Source: an optimization exercise on an open RTL-to-GDS flow (aim: small area and a short achievable clock period). Production flows keep margins and buffers that such runs may drop. The RTL was checked by simulation tests, not by an equivalence proof against the original design. The clock port is modelled as an ideal driver; clocking choices that lean on that would not hold on a real chip. Power and IR drop assume default switching activity.

Setup of run A:
==> flow/design.v <==
`default_nettype none
package coeff_regs_pkg;
  localparam int ADDR_W = 8;
  localparam int DATA_W = 16;
  localparam int IIR_STAGES = 8;
  localparam int FIR_TAPS   = 32;
  localparam int STAGE_W = $clog2(IIR_STAGES);
  localparam int INDEX_W = $clog2(FIR_TAPS);
  localparam logic [ADDR_W-1:0] A1_BASE = 8'h00;
  localparam logic [ADDR_W-1:0] A2_BASE = 8'h10;
  localparam logic [ADDR_W-1:0] B0_BASE = 8'h20;
  localparam logic [ADDR_W-1:0] B1_BASE = 8'h30;
  localparam logic [ADDR_W-1:0] B2_BASE = 8'h40;
  localparam logic [ADDR_W-1:0] FIR_BASE = 8'h50;
  localparam logic [ADDR_W-1:0] CTRL_ADDR = 8'hF0;
  typedef logic [DATA_W-1:0] coeff_t;
  typedef enum logic [2:0] {
    REGION_A1,
    REGION_A2,
    REGION_B0,
    REGION_B1,
    REGION_B2,
    REGION_FIR,
    REGION_CTRL,
    REGION_NONE
  } coeff_region_e;
endpackage
`default_nettype wire
`timescale 1ns/100ps
`default_nettype none
module coeff_addr_decode (
  input  logic [7:0]  address,
  input  logic        enable,
  output logic [71:0] sel,
  output logic [71:0] sel_n,
  output logic        ctrl,
  output logic        ctrl_n
);
  always_comb begin
    for (int w = 0; w < 72; w++) begin
      if (w < 40) sel[w] = enable && address == 8'((w / 8) * 16 + (w % 8));
      else        sel[w] = enable && address == 8'(8'h50 + (w - 40));
    end
    ctrl = enable && address == 8'hF0;
  end
  assign sel_n  = ~sel;
  assign ctrl_n = ~ctrl;
endmodule
`default_nettype wire
`timescale 1ns/100ps
`default_nettype none
module coeff_store (
  input  logic                clk,
  input  logic                rst_n,
  input  logic [71:0]         we,
  input  logic [71:0]         we_n,
  input  logic                we_ctrl,
  input  logic                we_ctrl_n,
  input  logic [15:0]         write_data,
  output logic [71:0][15:0]   words,
  output logic                filter_select
);
  always_ff @(posedge clk or negedge rst_n) begin
    if (~rst_n) begin
      words <= '0;
    end else begin
      for (int w = 0; w < 72; w++)
        words[w] <= ({16{we[w]}} & write_data) | ({16{we_n[w]}} & words[w]);
    end
  end
  always_ff @(posedge clk or negedge rst_n) begin
    if (~rst_n) begin
      filter_select <= 1'b0;
    end else begin
      filter_select <= (we_ctrl & write_data[0]) | (we_ctrl_n & filter_select);
    end
  end
endmodule
`default_nettype wire
`timescale 1ns/100ps
`default_nettype none
module coeff_rb_aoi3 (
  input  logic [2:0]       sel,
  input  logic [2:0][15:0] words,
  output logic [15:0]      y_n
);
  assign y_n = ~(({16{sel[0]}} & words[0]) |
                 ({16{sel[1]}} & words[1]) |
                 ({16{sel[2]}} & words[2]));
endmodule
module coeff_rb_nand3 (
  input  logic [2:0][15:0] a_n,
  output logic [15:0]      y
);
  assign y = ~(a_n[0] & a_n[1] & a_n[2]);
endmodule
module coeff_rb_nor2 (
  input  logic [1:0][15:0] a,
  output logic [15:0]      y_n
);
  assign y_n = ~(a[0] | a[1]);
endmodule
module coeff_readback (
  input  logic                clk,
  input  logic                rst_n,
  input  logic [71:0]         sel,
  input  logic                sel_ctrl,
  input  logic [71:0][15:0]   words,
  input  logic                filter_select,
  output logic [15:0]         read_data
);
  logic [23:0][15:0] t1_n;
  logic [7:0][15:0]  t2;
  logic [3:0][15:0]  t3_n;
  logic [15:0]       read_next;
  for (genvar g = 0; g < 24; g++) begin : g_l1
    coeff_rb_aoi3 u_aoi (
      .sel   (sel[3*g+2:3*g]),
      .words (words[3*g+2:3*g]),
      .y_n   (t1_n[g])
    );
  end
  for (genvar g = 0; g < 8; g++) begin : g_l2
    coeff_rb_nand3 u_nand (
      .a_n (t1_n[3*g+2:3*g]),
      .y   (t2[g])
    );
  end
  for (genvar g = 0; g < 4; g++) begin : g_l3
    coeff_rb_nor2 u_nor (
      .a   (t2[2*g+1:2*g]),
      .y_n (t3_n[g])
    );
  end
  always_comb begin
    read_next    = ~(t3_n[0] & t3_n[1] & t3_n[2] & t3_n[3]);
    read_next[0] = read_next[0] | (sel_ctrl & filter_select);
  end
  always_ff @(posedge clk or negedge rst_n) begin
    if (~rst_n) begin
      read_data <= '0;
    end else begin
      read_data <= read_next;
    end
  end
endmodule
`default_nettype wire
`timescale 1ns/100ps
`default_nettype none
module coeff_ctrl_regs (
  input  logic                                   clk,
  input  logic                                   rst_n,
  input  logic [coeff_regs_pkg::ADDR_W-1:0]      write_address,
  input  coeff_regs_pkg::coeff_t                 write_data,
  input  logic                                   write_en,
  input  logic [coeff_regs_pkg::ADDR_W-1:0]      read_address,
  output coeff_regs_pkg::coeff_t                 read_data,
  output coeff_regs_pkg::coeff_t [coeff_regs_pkg::IIR_STAGES-1:0] coeff_a1,
  output coeff_regs_pkg::coeff_t [coeff_regs_pkg::IIR_STAGES-1:0] coeff_a2,
  output coeff_regs_pkg::coeff_t [coeff_regs_pkg::IIR_STAGES-1:0] coeff_b0,
  output coeff_regs_pkg::coeff_t [coeff_regs_pkg::IIR_STAGES-1:0] coeff_b1,
  output coeff_regs_pkg::coeff_t [coeff_regs_pkg::IIR_STAGES-1:0] coeff_b2,
  output coeff_regs_pkg::coeff_t [coeff_regs_pkg::FIR_TAPS-1:0]   fir_coeff,
  output logic                                   filter_select
);
  logic [71:0]       we, we_n, rsel, rsel_n;
  logic              we_ctrl, we_ctrl_n, rsel_ctrl, rsel_ctrl_n;
  logic [71:0][15:0] words;
  coeff_addr_decode u_write_decode (
    .address (write_address),
    .enable  (write_en),
    .sel     (we),
    .sel_n   (we_n),
    .ctrl    (we_ctrl),
    .ctrl_n  (we_ctrl_n)
  );
  coeff_addr_decode u_read_decode (
    .address (read_address),
    .enable  (1'b1),
    .sel     (rsel),
    .sel_n   (rsel_n),
    .ctrl    (rsel_ctrl),
    .ctrl_n  (rsel_ctrl_n)
  );
  coeff_store u_store (
    .clk           (clk),
    .rst_n         (rst_n),
    .we            (we),
    .we_n          (we_n),
    .we_ctrl       (we_ctrl),
    .we_ctrl_n     (we_ctrl_n),
    .write_data    (write_data),
    .words         (words),
    .filter_select (filter_select)
  );
  coeff_readback u_readback (
    .clk           (clk),
    .rst_n         (rst_n),
    .sel           (rsel),
    .sel_ctrl      (rsel_ctrl),
    .words         (words),
    .filter_select (filter_select),
    .read_data     (read_data)
  );
  assign coeff_a1  = words[7:0];
  assign coeff_a2  = words[15:8];
  assign coeff_b0  = words[23:16];
  assign coeff_b1  = words[31:24];
  assign coeff_b2  = words[39:32];
  assign fir_coeff = words[71:40];
endmodule
`default_nettype wire
export LEC_CHECK = 0
export CAP_MARGIN = 30
export CORE_MARGIN = 2
export CORE_UTILIZATION = 40
export CTS_CLUSTER_DIAMETER = 100
export CTS_CLUSTER_SIZE = 20
export SETUP_SLACK_MARGIN = 2.5
export SLEW_MARGIN = 50
export SYNTH_HIERARCHICAL = 1
export TNS_END_PERCENT = 0
create_clock -name core_clock -period 5.0 [get_ports {clk}]
standard.sh (not shown) runs the stock make flow with config.mk's settings and CLKGATE_MAP_FILE= SYNTH_SCRIPT=/design/flow/synth_recipe.tcl, a recipe that flattens the netlist after the stock synthesis.
==> flow/flow/run.sh <==
#!/bin/bash
# Standard layout, with the port buffers made from the smallest plain buffer
# and one more setup repair pass after clock tree synthesis.
set -euo pipefail
HERE=$(cd "$(dirname "${BASH_SOURCE[0]}")" && pwd)
export BUFFER_PORTS_ARGS="-buffer_cell sky130_fd_sc_hd__buf_1"
export POST_CTS_TCL="$HERE/post_cts.tcl"
bash standard.sh "BUFFER_PORTS_ARGS=$BUFFER_PORTS_ARGS" "POST_CTS_TCL=$POST_CTS_TCL" finish > standard.log 2>&1
==> flow/flow/post_cts.tcl <==
# Extra setup repair after clock tree synthesis, free to change cell footprints.
log_cmd repair_timing -setup -setup_margin $::env(SETUP_SLACK_MARGIN) -repair_tns $::env(TNS_END_PERCENT) -verbose
detailed_placement
check_placement -verbose
Setup changes, run A to run B
- swapping 50 for 20 in SLEW_MARGIN
- clearing CTS_CLUSTER_DIAMETER, which used to be 100
- swapping 30 for 20 in CAP_MARGIN
- clearing TNS_END_PERCENT, which used to be 0
- swapping 2.5 for 2.3 in SETUP_SLACK_MARGIN
- clearing CTS_CLUSTER_SIZE, which used to be 20
==> flow/flow/run.sh <==
#!/bin/bash
# Standard layout, with the port buffers made from the smallest plain buffer.
set -euo pipefail
export BUFFER_PORTS_ARGS="-buffer_cell sky130_fd_sc_hd__buf_1"
bash standard.sh "BUFFER_PORTS_ARGS=$BUFFER_PORTS_ARGS" finish > standard.log 2>&1
removed: flow/flow/post_cts.tcl
--- outcome ---
- Run B finished all stages; the layout is clean.
- Fmax | run B vs run A | run B slower
- Run comparison: run A startpoint of the most critical setup path read_address[2]; run B startpoint of the most critical setup path write_address[1]
- Against run A, wire length in run B came out better.
- Delta (run B minus run A): transition time at the pin with the least slew margin increased 0.43 ns; power increased 21%; final worst slack decreased 0.022 ns.
- In the metrics for run B and run A, the one carrying the higher met3 demand-to-capacity share in global routing is run B.
- Taking run A as the reference, in run B clock skew ~0 delta; hold slack went down 0.027 ns.
Setup changes, run B to run C
- putting TNS_END_PERCENT at 0 where nothing was set
- putting CTS_CLUSTER_SIZE at 20 where nothing was set
- swapping 2.3 for 2.5 in SETUP_SLACK_MARGIN
- swapping 20 for 30 in SLEW_MARGIN
- putting CTS_CLUSTER_DIAMETER at 100 where nothing was set
==> flow/flow/run.sh <==
#!/bin/bash
# Standard layout, with the output port buffers made from the smallest plain
# buffer and the input port buffers from buf_4, and one more setup repair pass
# after clock tree synthesis.
set -euo pipefail
HERE=$(cd "$(dirname "${BASH_SOURCE[0]}")" && pwd)
export BUFFER_PORTS_ARGS="-outputs -buffer_cell sky130_fd_sc_hd__buf_1"
export POST_GLOBAL_PLACE_TCL="$HERE/post_gpl.tcl"
export POST_CTS_TCL="$HERE/post_cts.tcl"
bash standard.sh "BUFFER_PORTS_ARGS=$BUFFER_PORTS_ARGS" "POST_GLOBAL_PLACE_TCL=$POST_GLOBAL_PLACE_TCL" \
  "POST_CTS_TCL=$POST_CTS_TCL" finish > standard.log 2>&1
==> flow/flow/post_cts.tcl (new file) <==
# Extra setup repair after clock tree synthesis, free to change cell footprints.
log_cmd repair_timing -setup -setup_margin $::env(SETUP_SLACK_MARGIN) -repair_tns $::env(TNS_END_PERCENT) -verbose
detailed_placement
check_placement -verbose
==> flow/flow/post_gpl.tcl (new file) <==
# Input ports get a stronger buffer than the output ports: each input fans out
# across the whole block.
buffer_ports -inputs -buffer_cell sky130_fd_sc_hd__buf_4
[summary]
- Comparing the two runs side by side, run C comes out ahead of run B on post-layout instance area.
- Run B has a lower worst slew slack as a fraction of its limit than run C.
- Number of multi-input combinational cells across run B and run C: no real change.
- Taking run B as the reference, in run C total core area has remained practically unchanged; post-place instance area climbed 350 sq um; routed length on met3 fell about 1%; post-route core utilization dropped 2.1 points.
- Sum of internal, switching and leakage power: run C vs run B down about 18%
- Sort run B and run C by routed wire length asc -> top: run B
diff inputs: run C => run D
- clearing TNS_END_PERCENT, which used to be 0
- swapping 30 for 70 in SLEW_MARGIN
- swapping 20 for 50 in CAP_MARGIN
==> flow/flow/run.sh <==
#!/bin/bash
# Standard layout, with the port buffers made from the smallest plain buffer
# and one more setup repair pass after clock tree synthesis.
set -euo pipefail
HERE=$(cd "$(dirname "${BASH_SOURCE[0]}")" && pwd)
export BUFFER_PORTS_ARGS="-buffer_cell sky130_fd_sc_hd__buf_1"
export POST_CTS_TCL="$HERE/post_cts.tcl"
bash standard.sh "BUFFER_PORTS_ARGS=$BUFFER_PORTS_ARGS" "POST_CTS_TCL=$POST_CTS_TCL" finish > standard.log 2>&1
==> flow/flow/post_cts.tcl <==
# Extra setup repair after clock tree synthesis, free to change cell footprints.
log_cmd repair_timing -setup -setup_margin $::env(SETUP_SLACK_MARGIN) -repair_tns 100 -verbose
detailed_placement
check_placement -verbose
removed: flow/flow/post_gpl.tcl
==> notes.md <==
Against run C, final worst setup slack in run D came out better.
[compare] base=run C new=run D: inserted tap cell count neither gained nor lost much, maximum clock frequency higher, average vias per placed instance fell by 0.10.
Of the two candidates, run C has the worse worst slew margin relative to its limit and run D the better one.
From run C to run D the numbers moved as follows: depth of the critical timing path with buffers and inverters included went up 2, clock power saw an increase, critical path's largest stage delay fell by 0.52 ns.

-- separate check: timing with driven ports --
How much do the figures lean on ideal ports? The routed layouts below were timed once more, with nothing changed but the port constraints.
Step 1, drivers: a clkbuf_16 drives clk and a buf_2 each remaining input, both assumed.
Step 2, shift: input delay + t, output delay - t, t = (earliest + latest rising clock arrival at the registers) / 2. This alone moves slack from input paths to output paths.
Three values: no drivers, after step 1, after step 2; two values: the first two.
run	shift t [ns]	setup WS [ns]	hold WS [ns]
run A	0.752	2.152 / 2.121 / 1.369	0.306 / 0.261 / 0.525
run B	0.836	2.131 / 2.098 / 1.262	0.279 / 0.226 / 0.522
run C	0.746	2.018 / 2.036 / 1.290	0.189 / 0.195 / 0.531
run D	0.774	2.318 / 2.334 / 1.561	0.235 / 0.209 / 0.528
After both steps setup and hold are still met in every run listed. The setup slack of run B, which loses most, moves by -0.033 ns with the drivers and by -0.869 ns with both steps.
